From an optimization exercise on the open Yosys and OpenROAD flow, aimed at small area, a short achievable clock period and few clock cycles per item; shortcuts taken in it are not production practice. Function was not checked in any run shown here: the RTL went through the layout flow alone.

==> flow/config.mk <==
export PLATFORM = sky130hd
export DESIGN_NAME = mesh_xy_hop_and_die_crossing_counter
export DESIGN_NICKNAME = mesh_xy_hop_and_die_crossing_counter
export VERILOG_FILES = /design/flow/design.v
export SDC_FILE = /design/flow/constraint.sdc
export NUM_CORES = 4
export LEC_CHECK = 0
export CAP_MARGIN = 20
export CORE_MARGIN = 2
export CORE_UTILIZATION = 40
export SLEW_MARGIN = 20
==> flow/constraint.sdc <==
create_clock -name core_clock -period 8.0 [get_ports {clk}]
set_input_delay 1.6000 -clock core_clock [delete_from_list [all_inputs] [get_ports {clk}]]
set_output_delay 1.6000 -clock core_clock [all_outputs]
set_load 0.01 [all_outputs]
==> flow/design.v <==
package mxhd_pkg;
  localparam int COORD_BITS_DEF = 6;
  localparam int TOTAL_BITS_DEF = 48;
  localparam int STEP_BITS      = 6;
  localparam int TREE_BITS      = 14;
  localparam int VOL_BITS       = 32;
  localparam int CFG_IDX_BITS   = 2;
  localparam int MUL_BITS       = 7;
  localparam logic [STEP_BITS-1:0] STEP_X_RST = STEP_BITS'(4);
  localparam logic [STEP_BITS-1:0] STEP_Y_RST = STEP_BITS'(4);
  localparam logic [CFG_IDX_BITS-1:0] CFG_STEP_X     = 2'd0;
  localparam logic [CFG_IDX_BITS-1:0] CFG_STEP_Y     = 2'd1;
  localparam logic [CFG_IDX_BITS-1:0] CFG_SINGLE_DIE = 2'd2;
endpackage
module mxhd_divider #(
  parameter int COORD_BITS = mxhd_pkg::COORD_BITS_DEF
) (
  input  logic [COORD_BITS-1:0]          dividend,
  input  logic [mxhd_pkg::STEP_BITS-1:0] divisor,
  input  logic                           en,
  output logic [COORD_BITS-1:0]          quotient
);
  localparam int SB = mxhd_pkg::STEP_BITS;
  logic [SB:0] rem;
  logic [SB:0] trial;
  always_comb begin
    rem = '0;
    for (int i = COORD_BITS - 1; i >= 0; i--) begin
      trial = {rem[SB-1:0], dividend[i]};
      if (trial >= {1'b0, divisor}) begin
        rem         = trial - {1'b0, divisor};
        quotient[i] = en;
      end else begin
        rem         = trial;
        quotient[i] = 1'b0;
      end
    end
  end
endmodule
module mxhd_sequencer #(
  parameter int COORD_BITS = mxhd_pkg::COORD_BITS_DEF
) (
  input  logic [COORD_BITS-1:0] s,
  input  logic [COORD_BITS-1:0] qs,
  input  logic [COORD_BITS-1:0] m,
  input  logic [COORD_BITS-1:0] qm,
  input  logic [COORD_BITS-1:0] d,
  input  logic [COORD_BITS-1:0] qd,
  output logic [COORD_BITS-1:0] len,
  output logic [COORD_BITS-1:0] cr
);
  logic s_lo, s_hi;
  always_comb begin
    s_lo = (s < m);
    s_hi = (s > d);
    len  = (s_hi ? s : d) - (s_lo ? s : m);
    cr   = (s_hi ? qs : qd) - (s_lo ? qs : qm);
  end
endmodule
module mxhd_datapath #(
  parameter int TOTAL_BITS = mxhd_pkg::TOTAL_BITS_DEF
) (
  input  logic [TOTAL_BITS-1:0]                total,
  input  logic [mxhd_pkg::MUL_BITS-1:0]        amount,
  input  logic [mxhd_pkg::VOL_BITS-1:0]        volume,
  output logic [TOTAL_BITS-1:0]                result,
  output logic                                 ovf
);
  logic [TOTAL_BITS:0] sum;
  always_comb begin
    sum    = {1'b0, total} + (TOTAL_BITS + 1)'(amount) * (TOTAL_BITS + 1)'(volume);
    ovf    = sum[TOTAL_BITS];
    result = sum[TOTAL_BITS-1:0] | {TOTAL_BITS{ovf}};
  end
endmodule
module mesh_xy_hop_and_die_crossing_counter #(
  parameter int COORD_BITS = mxhd_pkg::COORD_BITS_DEF,
  parameter int TOTAL_BITS = mxhd_pkg::TOTAL_BITS_DEF
) (
  input  logic                              clk,
  input  logic                              rst_n,
  input  logic                              in_valid,
  output logic                              in_stall,
  input  logic                              in_operation,
  input  logic [COORD_BITS-1:0]             in_src_x,
  input  logic [COORD_BITS-1:0]             in_src_y,
  input  logic [COORD_BITS-1:0]             in_dest_x,
  input  logic [COORD_BITS-1:0]             in_dest_y,
  input  logic [mxhd_pkg::VOL_BITS-1:0]     in_volume,
  input  logic                              in_last_dest,
  output logic                              out_valid,
  input  logic                              out_stall,
  output logic [TOTAL_BITS-1:0]             out_onchip_hops_total,
  output logic [TOTAL_BITS-1:0]             out_crossing_hops_total,
  output logic                              out_saturated,
  input  logic                              cfg_valid,
  output logic                              cfg_ready,
  input  logic [mxhd_pkg::CFG_IDX_BITS-1:0] cfg_index,
  input  logic [mxhd_pkg::STEP_BITS-1:0]    cfg_data
);
  localparam int CB = COORD_BITS;
  localparam int SB = mxhd_pkg::STEP_BITS;
  localparam int TB = mxhd_pkg::TREE_BITS;
  localparam int VB = mxhd_pkg::VOL_BITS;
  localparam int MB = mxhd_pkg::MUL_BITS;
  logic [SB-1:0] step_x_r, step_y_r;
  logic          single_die_r;
  assign cfg_ready = 1'b1;
  always_ff @(posedge clk) begin
    if (!rst_n) begin
      step_x_r     <= mxhd_pkg::STEP_X_RST;
      step_y_r     <= mxhd_pkg::STEP_Y_RST;
      single_die_r <= 1'b0;
    end else if (cfg_valid) begin
      case (cfg_index)
        mxhd_pkg::CFG_STEP_X:     step_x_r     <= cfg_data;
        mxhd_pkg::CFG_STEP_Y:     step_y_r     <= cfg_data;
        mxhd_pkg::CFG_SINGLE_DIE: single_die_r <= cfg_data[0];
        default: begin
        end
      endcase
    end
  end
  logic hold, adv;
  logic out_valid_r;
  logic r1_v, r1_more;
  assign hold     = out_valid_r && out_stall;
  assign adv      = !hold && !(r1_v && r1_more);
  assign in_stall = !adv;
  logic          en_x, en_y;
  logic [CB-1:0] qsx_in, qdx_in, qsy_in, qdy_in;
  assign en_x = (step_x_r != '0) && !(in_operation && single_die_r);
  assign en_y = (step_y_r != '0) && !(in_operation && single_die_r);
  mxhd_divider #(.COORD_BITS(CB)) u_dsx (.dividend(in_src_x),  .divisor(step_x_r), .en(en_x), .quotient(qsx_in));
  mxhd_divider #(.COORD_BITS(CB)) u_ddx (.dividend(in_dest_x), .divisor(step_x_r), .en(en_x), .quotient(qdx_in));
  mxhd_divider #(.COORD_BITS(CB)) u_dsy (.dividend(in_src_y),  .divisor(step_y_r), .en(en_y), .quotient(qsy_in));
  mxhd_divider #(.COORD_BITS(CB)) u_ddy (.dividend(in_dest_y), .divisor(step_y_r), .en(en_y), .quotient(qdy_in));
  logic          a_v, a_op, a_last;
  logic [CB-1:0] a_sx, a_sy, a_dx, a_dy, a_qsx, a_qsy, a_qdx, a_qdy;
  logic [VB-1:0] a_vol;
  always_ff @(posedge clk) begin
    if (!rst_n) begin
      a_v <= 1'b0;
    end else if (adv) begin
      a_v <= in_valid;
    end
  end
  always_ff @(posedge clk) begin
    if (adv) begin
      a_op   <= in_operation;
      a_last <= in_last_dest;
      a_sx   <= in_src_x;
      a_sy   <= in_src_y;
      a_dx   <= in_dest_x;
      a_dy   <= in_dest_y;
      a_qsx  <= qsx_in;
      a_qsy  <= qsy_in;
      a_qdx  <= qdx_in;
      a_qdy  <= qdy_in;
      a_vol  <= in_volume;
    end
  end
  logic          in_run_r;
  logic [CB-1:0] first_x_r, qfirst_x_r, col_x_r, cmy_r, qcmy_r, py_r, qpy_r;
  logic [TB-1:0] tree_h_r, tree_c_r;
  logic          m_run, newcol, keep_col, g_a, g_xy;
  logic [CB-1:0] mx, qmx, my, qmy;
  logic [CB-1:0] x_len, x_cr, y_len, y_cr, c_len, c_cr;
  always_comb begin
    m_run    = a_op && in_run_r;
    newcol   = m_run && (a_dx != col_x_r);
    keep_col = m_run && (a_dx == col_x_r);
    mx  = m_run ? first_x_r  : a_dx;
    qmx = m_run ? qfirst_x_r : a_qdx;
    my  = keep_col ? cmy_r  : a_dy;
    qmy = keep_col ? qcmy_r : a_qdy;
    g_a  = newcol;
    g_xy = !a_op || a_last;
  end
  mxhd_sequencer #(.COORD_BITS(CB)) u_spx (
    .s(a_sx), .qs(a_qsx), .m(mx), .qm(qmx), .d(a_dx), .qd(a_qdx), .len(x_len), .cr(x_cr));
  mxhd_sequencer #(.COORD_BITS(CB)) u_spy (
    .s(a_sy), .qs(a_qsy), .m(my), .qm(qmy), .d(a_dy), .qd(a_qdy), .len(y_len), .cr(y_cr));
  mxhd_sequencer #(.COORD_BITS(CB)) u_spc (
    .s(a_sy), .qs(a_qsy), .m(cmy_r), .qm(qcmy_r), .d(py_r), .qd(qpy_r), .len(c_len), .cr(c_cr));
  logic [TB:0]   sum_h, sum_c;
  logic [TB-1:0] tree_h_n, tree_c_n;
  logic          tree_ovf;
  always_comb begin
    sum_h = (m_run ? (TB + 1)'(tree_h_r) : (TB + 1)'(0))
          + (g_a ? (TB + 1)'(c_len) - (TB + 1)'(c_cr) : (TB + 1)'(0))
          + (g_xy ? (TB + 1)'(x_len) - (TB + 1)'(x_cr) + (TB + 1)'(y_len) - (TB + 1)'(y_cr)
                  : (TB + 1)'(0));
    sum_c = (m_run ? (TB + 1)'(tree_c_r) : (TB + 1)'(0))
          + (g_a ? (TB + 1)'(c_cr) : (TB + 1)'(0))
          + (g_xy ? (TB + 1)'(x_cr) + (TB + 1)'(y_cr) : (TB + 1)'(0));
    tree_h_n = sum_h[TB] ? {TB{1'b1}} : sum_h[TB-1:0];
    tree_c_n = sum_c[TB] ? {TB{1'b1}} : sum_c[TB-1:0];
    tree_ovf = a_op && (sum_h[TB] || sum_c[TB]);
  end
  always_ff @(posedge clk) begin
    if (!rst_n) begin
      in_run_r <= 1'b0;
    end else if (adv && a_v && a_op) begin
      in_run_r <= !a_last;
    end
  end
  always_ff @(posedge clk) begin
    if (adv && a_v && a_op) begin
      first_x_r  <= mx;
      qfirst_x_r <= qmx;
      col_x_r    <= a_dx;
      cmy_r      <= my;
      qcmy_r     <= qmy;
      py_r       <= a_dy;
      qpy_r      <= a_qdy;
      tree_h_r   <= tree_h_n;
      tree_c_r   <= tree_c_n;
    end
  end
  logic [VB-1:0] r1_vol;
  logic [TB-1:0] r1_on, r1_cr;
  logic          r1_ovf;
  logic [MB-1:0] pass_on, pass_cr;
  logic          big_on, big_cr;
  always_comb begin
    big_on  = (r1_on[TB-1:MB] != '0);
    big_cr  = (r1_cr[TB-1:MB] != '0);
    r1_more = big_on || big_cr;
    pass_on = big_on ? {MB{1'b1}} : r1_on[MB-1:0];
    pass_cr = big_cr ? {MB{1'b1}} : r1_cr[MB-1:0];
  end
  always_ff @(posedge clk) begin
    if (!rst_n) begin
      r1_v <= 1'b0;
    end else if (adv) begin
      r1_v <= a_v;
    end
  end
  always_ff @(posedge clk) begin
    if (adv) begin
      r1_vol <= a_vol;
      r1_on  <= (a_op && !a_last) ? '0 : tree_h_n;
      r1_cr  <= (a_op && !a_last) ? '0 : tree_c_n;
      r1_ovf <= tree_ovf;
    end else if (!hold) begin
      r1_on <= r1_on - TB'(pass_on);
      r1_cr <= r1_cr - TB'(pass_cr);
    end
  end
  logic [TOTAL_BITS-1:0] onchip_r, cross_r, onchip_n, cross_n;
  logic                  sat_r, ovf_on, ovf_cr;
  mxhd_datapath #(.TOTAL_BITS(TOTAL_BITS)) u_mac_on (
    .total (onchip_r), .amount(pass_on), .volume(r1_vol), .result(onchip_n), .ovf(ovf_on));
  mxhd_datapath #(.TOTAL_BITS(TOTAL_BITS)) u_mac_cr (
    .total (cross_r), .amount(pass_cr), .volume(r1_vol), .result(cross_n), .ovf(ovf_cr));
  always_ff @(posedge clk) begin
    if (!rst_n) begin
      onchip_r    <= '0;
      cross_r     <= '0;
      sat_r       <= 1'b0;
      out_valid_r <= 1'b0;
    end else if (!hold) begin
      out_valid_r <= r1_v && !r1_more;
      if (r1_v) begin
        onchip_r <= onchip_n;
        cross_r  <= cross_n;
        if (ovf_on || ovf_cr || r1_ovf) begin
          sat_r <= 1'b1;
        end
      end
    end
  end
  assign out_valid               = out_valid_r;
  assign out_onchip_hops_total   = onchip_r;
  assign out_crossing_hops_total = cross_r;
  assign out_saturated           = sat_r;
endmodule
==> flow/run.sh <==
#!/bin/bash
# synth_recipe.tcl (not shown) runs the flow's synth.tcl, then flattens the netlist and writes it again
# the make line also repeats each setting of config.mk as NAME=value (left out here)
make -C /OpenROAD-flow-scripts/flow DESIGN_CONFIG=/design/flow/config.mk WORK_HOME=/design/flow/orfs CLKGATE_MAP_FILE= SYNTH_SCRIPT=/design/flow/synth_recipe.tcl finish
==> summary.txt, run 1 <==
status failed layout checks; Fail Reasons setup timing; die area 102,700 um^2; PnR worst setup slack -1533 ps; grt ovf 0; H-Tree Depth 2; syn_nets about 5,400; family with the most delay on the worst path compound AO/OA/AOI/OAI gates; routed wire length 122,400 um; post-synth top area cell fa_1; FFs w/ async S/R, synth 0%; WP buf/inv 15; nets 6,557; CP endpoint a_qdx[0]; Tightest Pin Transition between 1000 and 1500 ps; GRT Total Usage between 20% and 30%; DRT iter0 DRCs ~2,000; Clock Sinks ~330; CTS tree done; RSZ-0062 raised after global routing true; Worst R2R End a_qsx[0]; post-route ant nets 0; Adder-Cell Fraction of Synth Area between 30% and 40%; minimum setup slack among reg-to-reg paths -1040 ps; maximum clock rate 104.9 MHz; Max-Cap Viols 0; TritonCTS Buffers 44; Initial Util between 40% and 50%; synth warn 4; EDFF count, synth ~210; Worst Skew around 49 ps; Synth Cell Area 40,040 um^2; Fin. Hold Viols 0; multiplexer share of the synthesized area ~3%; vias in the first global route between 30,000 and 40,000; Util after Layout a little under three fifths; height of the die between 300 and 400 um; Seq cells post-synth between 300 and 400; IO Pins ~170; critical path class in -> reg; Max Slew Vio Count 0; critical path depth between 50 and 60; top cell type's share of synthesized area between 10% and 20%; xor-xnor portion of the synthesized cell area 6.146%; CTS clk-pin slew, worst paths 60 ps; Port Buffers 169; final setup fails ~130; CP max stage delay 290 ps; met1 Use GR between 30 and 40%; drc violations 0; post-synth cell types 82; Hold Slack between 400 and 500 ps; Clk Latency, worst-skew pair between 600 and 700 ps; Reg2Reg Depth 56; post-synthesis compound-gate area fraction around 16%; Worst EP arrival 9940 ps; simple-gate share of the synthesized area between 10% and 20%; drt pass-1 iters 5; slowest stage cell, crit path mux2_2; GPL Wtd Cong 0.8797; pin count of the biggest net entering global routing 65; layout cell share with drive strength beyond 1 a little under a third; Die X 320.4 um; R2R Path Start step_x_r[0]; Synth Instances roughly 4,600; register area share after synthesis approximately 22%; most common cell type on the critical path buf_4; num rows approximately 120; WP data required roughly 8400 ps; met2 Use GR between 40% and 50%; Filler cells approximately 8,700; routed via count 36,950; Syn Area/Cell around 8.8 um^2; met3 Track Usage GR 2.835%; Detail Placement HPWL 89,980 um; clk buf depth 3; Setup crit start kind primary input; Tmin final about 9500 ps; global-route wire length before repair 196,600 um; Wirelength per Cell ~17 um; beginning of the critical path in_dest_x[5]; busiest grt layer met2; largest cells by area after synthesis fa_1 (18%), edfxtp_1 (16%), ha_1 (13%), dfxtp_1 (5.7%), nand2_1 (5.6%); core area 99,710 um^2; Tcrit/Tclk final 119.2%; Critical Path Sink Type flip-flop; Relative slew margins between 20% and 30%; main combinational cell family by area after synthesis adder cells; Synth-to-Final Area Change 41.22%; CP max FO 4; initial antenna violation count 3; top_reg_cell synth edfxtp_1; Hold WC Path Type reg -> reg; root buf cell clkbuf_16; Avg Vias per Cell between 5 and 6
==> per-layer routing <==
layer	up-vias	routed length, um	part of all wire, %
li1	17840	-	-
met1	18070	53830	44
met2	850	59890	49
met3	188	5629	4.6
met4	0	3069	2.5
met5	-	0	0
==> logic make-up (layout without fill, tap and decap cells) <==
group	Yosys count	in the layout
AO/OA/AOI/OAI	1078	1078
XOR/XNOR	281	281
adder cells (fa/ha/maj)	785	785
buffers and inverters	707	1868
flip-flops	327	327
multiplexers	113	113
other	1	2
AND/OR/NAND/NOR	1284	1284
==> area by class of cell <==
cell class | instances | area (um^2) | share of cell area [%]
repair buffers | 1256 | 10550 | 18.65
diodes | 1 | 2.502 | 0.004425
clock buffers | 62 | 1214 | 2.146
inverters | 530 | 2034 | 3.598
clock inverters | 20 | 195.2 | 0.3452
flip-flops and latches | 327 | 8680 | 15.35
well taps | 1298 | 1624 | 2.872
multi-input cells | 3542 | 32250 | 57.04
==> cell usage in the layout (no fill, tap or decap), drive strengths merged, types with 10 or more instances in the layout <==
| cell | instances |
|---|---|
| a31o | 12 |
| a21o | 141 |
| dfxtp | 114 |
| edfxtp | 213 |
| mux2 | 48 |
| clkinv | 16 |
| mux2i | 65 |
| o211ai | 15 |
| a221oi | 12 |
| o21bai | 26 |
| xor2 | 115 |
| a311oi | 12 |
| and3 | 54 |
| a211oi | 23 |
| and2 | 107 |
| a21oi | 374 |
| or3 | 12 |
| clkdlybuf4s50 | 164 |
| a21boi | 18 |
| clkbuf | 64 |
| o31ai | 13 |
| nand2b | 71 |
| o21ai | 295 |
| a211o | 10 |
| o21a | 38 |
| nand3 | 53 |
| nor2 | 207 |
| a31oi | 30 |
| nor3 | 33 |
| nor4 | 14 |
| inv | 531 |
| nand2 | 598 |
| ha | 432 |
| xnor2 | 166 |
| buf | 1088 |
| nand4 | 33 |
| fa | 353 |
| nor2b | 68 |
==> how the worst min path moves through the flow <==
stage | end | depth (start not counted) | from | slack (ps)
after floorplan | r1_vol[0] | 0 | a_vol[0] | 400
after global placement | r1_vol[19] | 0 | a_vol[19] | 400
after detailed placement | r1_vol[0] | 0 | a_vol[0] | 400
after CTS | r1_vol[25] | 0 | a_vol[25] | 420
after global routing | r1_vol[29] | 0 | a_vol[29] | 430
final | r1_vol[25] | 0 | a_vol[25] | 410
==> registers in the layout (all words and copies together) (netlist names), 14 cells and up <==
name,flops
tree_h_r,14
r1_on,14
r1_cr,14
r1_vol,32
tree_c_r,14
a_vol,32
cross_r,48
onchip_r,48
==> cells in the mapped netlist (all sizes together), types with 14 or more instances <==
cell / n
nand2: 598
and3: 54
a21oi: 374
nand2b: 71
nand3: 53
nor3: 33
edfxtp: 213
xnor2: 166
inv: 530
fa: 353
o21ai: 295
ha: 432
a21boi: 18
nor4: 14
clkbuf: 165
o21a: 38
o211ai: 15
and2: 107
dfxtp: 114
a211oi: 23
nor2: 207
mux2: 48
a21o: 141
nor2b: 68
a31oi: 30
xor2: 115
o21bai: 26
nand4: 33
mux2i: 65
==> metrics by stage <==
stage                     TNS (ps)  worst slack, ps  cells  area (um^2)
final                       -37050            -1533   7036        56550
after global routing        -81240            -1987   7035        56550
after CTS                   -15330            -1532   6979        54810
after global placement      -72780            -2773   6678        49530
after floorplan             -12220            -2404   4576        40860
after detailed placement    -76880            -2889   6678        49530
==> repair_timing <==
| action | 4_1_cts | 5_1_grt |
|---|---|---|
| endpoints found under the hold margin | 0 | 0 |
| setup endpoints to repair | 133 | 138 |
| gates resized for setup | 470 | 292 |
| buffers inserted | 217 | 71 |
| hold buffers | 0 | 0 |
| pin swaps | 326 | 254 |
| gates cloned | 13 | 2 |
==> run 2, diff against run 1 <==
--- a/flow/config.mk
+++ b/flow/config.mk
@@ -8,4 +8,5 @@
 export CAP_MARGIN = 20
 export CORE_MARGIN = 2
 export CORE_UTILIZATION = 40
+export SETUP_SLACK_MARGIN = 3.5
 export SLEW_MARGIN = 20
==> run 2 against run 1 <==
Net effect:
- still fails the layout checks on setup timing
- final area up 1.1%
- utilization up 0.61 points
- synthesized area unchanged
- flip-flop and latch count unchanged
- global-route usage down 0.30 points
- first-iteration DRC count about the same
- critical path type unchanged
- largest cell class unchanged
- highest routed layer is now met5
==> summary.txt, run 2 <==
most common cell type on the critical path a21oi_2; critical path class in -> reg; TritonCTS Buffers 46 (+4.5%); Detail Placement HPWL 89,250 um (-0.81%); height of the die 320.4 um (unchanged); RSZ-0062 raised after global routing true; Max-Cap Viols 0 (unchanged); WP data required 8330 ps (-80 ps); layout cell share with drive strength beyond 1 32.83% (+0.95 points); die area 102,700 um^2 (unchanged); register area share after synthesis 21.67% (unchanged); met1 Use GR 31.37% (+0.39 points); Max Slew Vio Count 0 (unchanged); grt ovf 0 (unchanged); drc violations 0 (unchanged); GRT Total Usage 23.22% (-0.30 points); Seq cells post-synth 327 (unchanged); nets 6,496 (-0.93%); vias in the first global route 37,330 (-0.27%); clk buf depth 3 (unchanged); largest cells by area after synthesis fa_1 (18%), edfxtp_1 (16%), ha_1 (13%), dfxtp_1 (5.7%), nand2_1 (5.6%); top_reg_cell synth edfxtp_1; FFs w/ async S/R, synth 0% (unchanged); EDFF count, synth 213 (unchanged); core area 99,710 um^2 (unchanged); root buf cell clkbuf_16; minimum setup slack among reg-to-reg paths -1300 ps (-260 ps); hold path depth 0 (unchanged); slowest stage cell, crit path or4_4; H-Tree Depth 2 (unchanged); Cell Count, Final, Fillers Out 6,976 (-0.85%); synth warn 4 (unchanged); Wirelength per Cell 17.44 um (+0.26%); met2 Use GR 39.68% (-1.2 points); Relative slew margins 27.90% (+4.1 points); drt pass-1 iters 5 (unchanged); Initial Util 40.16% (unchanged); most frequent cells in the layout buf_4 (900), nand2_1 (549), inv_1 (484), fa_1 (339), ha_1 (339); GPL Wtd Cong 0.8718 (-0.90%); most common cell after layout, fill and taps aside buf_4; Critical Path Sink Type flip-flop; Clk Latency, worst-skew pair 640 ps (-20 ps); Fail Reasons setup timing; Die X 320.4 um (unchanged); Synth Instances 4,576 (unchanged); global-route wire length before repair 194,300 um (-1.2%); routed wire length 121,700 um (-0.60%); busiest grt layer met2; Reg2Reg Depth 54 (-3.6%); most frequent cells after synthesis nand2_1 (598), inv_1 (530), ha_1 (432); pin count of the biggest net entering global routing 86 (+32%); Worst R2R End a_qsx[0]; IO Pins 171 (unchanged); R2R Path Start step_x_r[0]; Clock Sinks 327 (unchanged); post-route ant nets 0 (unchanged); CTS tree done; Port Buffers 169 (unchanged); syn_nets 5,432 (unchanged); Hold Slack 415.9 ps (+3.843 ps); placed cell areas 49,720 um^2 (+0.38%); startpoint of the worst hold path a_vol[1]; met3 Track Usage GR 2.930% (+0.095 points); dpl cells 6,596 (-1.2%); Fin. Hold Viols 0 (unchanged); num rows 116 (unchanged); final setup fails 113 (-14%); Worst EP arrival 10,090 ps (+150 ps); Synth-to-Final Area Change 42.73%; setup TNS -24,320 ps (+12,730 ps); PnR worst setup slack -1759 ps (-225.6 ps); Filler cells 8,510 (-1.6%); Util after Layout 57.32% (+0.61 points); routed via count 36,440 (-1.4%); initial antenna violation count 1 (-2); post-route design area 57,160 um^2 (+1.1%); Syn Area/Cell 8.751 um^2 (unchanged); post-synth cell types 82 (unchanged); CTS Hold Bufs 0 (unchanged); Hold WC Path Type reg -> reg; Tightest Pin Transition 1075 ps (-67.95 ps); Worst Skew 27.14 ps (-22.17 ps); status failed layout checks; DP Worst Slack -3035 ps (-146.1 ps); Min-Delay Endpoint r1_vol[1]; Setup crit start kind primary input; CTS clk-pin slew, worst paths 60 ps (about the same); CP max stage delay 540 ps (+250 ps); post-synth top area cell fa_1; Antenna Cells 0 (-1); maximum clock rate 102.5 MHz (-2.3%); CP max FO 3 (-1); Avg Vias per Cell 5.223 (-0.54%); Synth Cell Area 40,040 um^2 (unchanged); DRT iter0 DRCs 2,001 (-0.10%); Tmin final 9759 ps (+225.6 ps); Tcrit/Tclk final 122.0% (+2.8 points); Regs by FF count cross_r x48, onchip_r x48; top cell type's share of synthesized area 17.65% (unchanged); most common cell in the netlist nand2_1
[run 2: cell counts after synthesis]
Identical to the previous run, type by type.
[run 2: cell families after synthesis]
logic type | synth area share, %
AND/OR/NAND/NOR | 14.93
AO/OA/AOI/OAI | 16.43
adder cells (fa/ha/maj) | 31.15
buffers and inverters | 6.668
flip-flops | 21.67
XOR/XNOR | 6.146
multiplexers | 3.006
other | 0.009365
[run 2: worst max-delay path by stage]
stage / from / to
5_1_grt: in_dest_x[5] / a_qdx[0]
2_1_floorplan: in_dest_x[5] / a_qdx[0]
4_1_cts: in_dest_x[5] / a_qdx[0]
3_3_place_gp: in_dest_x[5] / a_qdx[0]
6_report: in_dest_x[5] / a_qdx[0]
3_5_place_dp: in_dest_x[5] / a_qdx[0]
[run 2: critical path: cells and delay by family]
kind                       cells  cell delay, ps
AOI/OAI and AO/OA             25            3950
and+or+nand+nor               14            1930
adders and majority gates      6            1320
muxes                          3             640
buffers and inverters          7             600
[run 2: layer usage]
| layer | part of all wire, % | wire [um] | vias up |
|---|---|---|---|
| met5 | 0.011 | 13 | - |
| met4 | 2.2 | 2652 | 2 |
| met3 | 4.2 | 5065 | 169 |
| met2 | 48 | 58550 | 703 |
| met1 | 46 | 55410 | 17840 |
| li1 | - | - | 17720 |
[run 2: layout make-up]
cell class              count  area, um^2  share of cell area [%]
multi-input cells        3543       32920                   57.59
clock inverters            25       285.3                  0.4991
clock buffers              61        1355                   2.371
flip-flops and latches    327        8680                   15.19
inverters                 530        2032                   3.555
repair buffers           1192       10260                   17.95
well taps                1298        1624                   2.841
[run 2: what timing repair did]
| action | 4_1_cts | 5_1_grt |
|---|---|---|
| buffers inserted | 199 | 80 |
| cloned | 14 | 1 |
| setup endpoints to repair | 208 | 287 |
| pin swaps | 288 | 326 |
| resized for setup | 366 | 339 |

re-timing with driven ports:
No port has a modelled driver above. Below, the same layouts with a new extraction and two added sets of constraints.
Step 1 sets driving cells, clkbuf_16 on the clock port and buf_2 on the other inputs (assumed; they add their load-dependent delay and slew).
Step 2, shift: input delay + t, output delay - t, t = (earliest + latest rising clock arrival at the registers) / 2. This alone moves slack from input paths to output paths.
Slacks: no drivers / after step 1 / after step 2; pairs: no drivers / after step 1.
| run | t (ns) | setup slack, ns | worst data-port slew with drivers (ns) |
|---|---|---|---|
| run 1 | 0.705 | -1.533 / -1.497 / -2.202 | 0.05 |
| run 2 | 0.690 | -1.759 / -1.734 / -2.424 | 0.10 |
The setup slack of run 1, which loses most, moves by +0.036 ns with the drivers and by -0.669 ns with both steps.
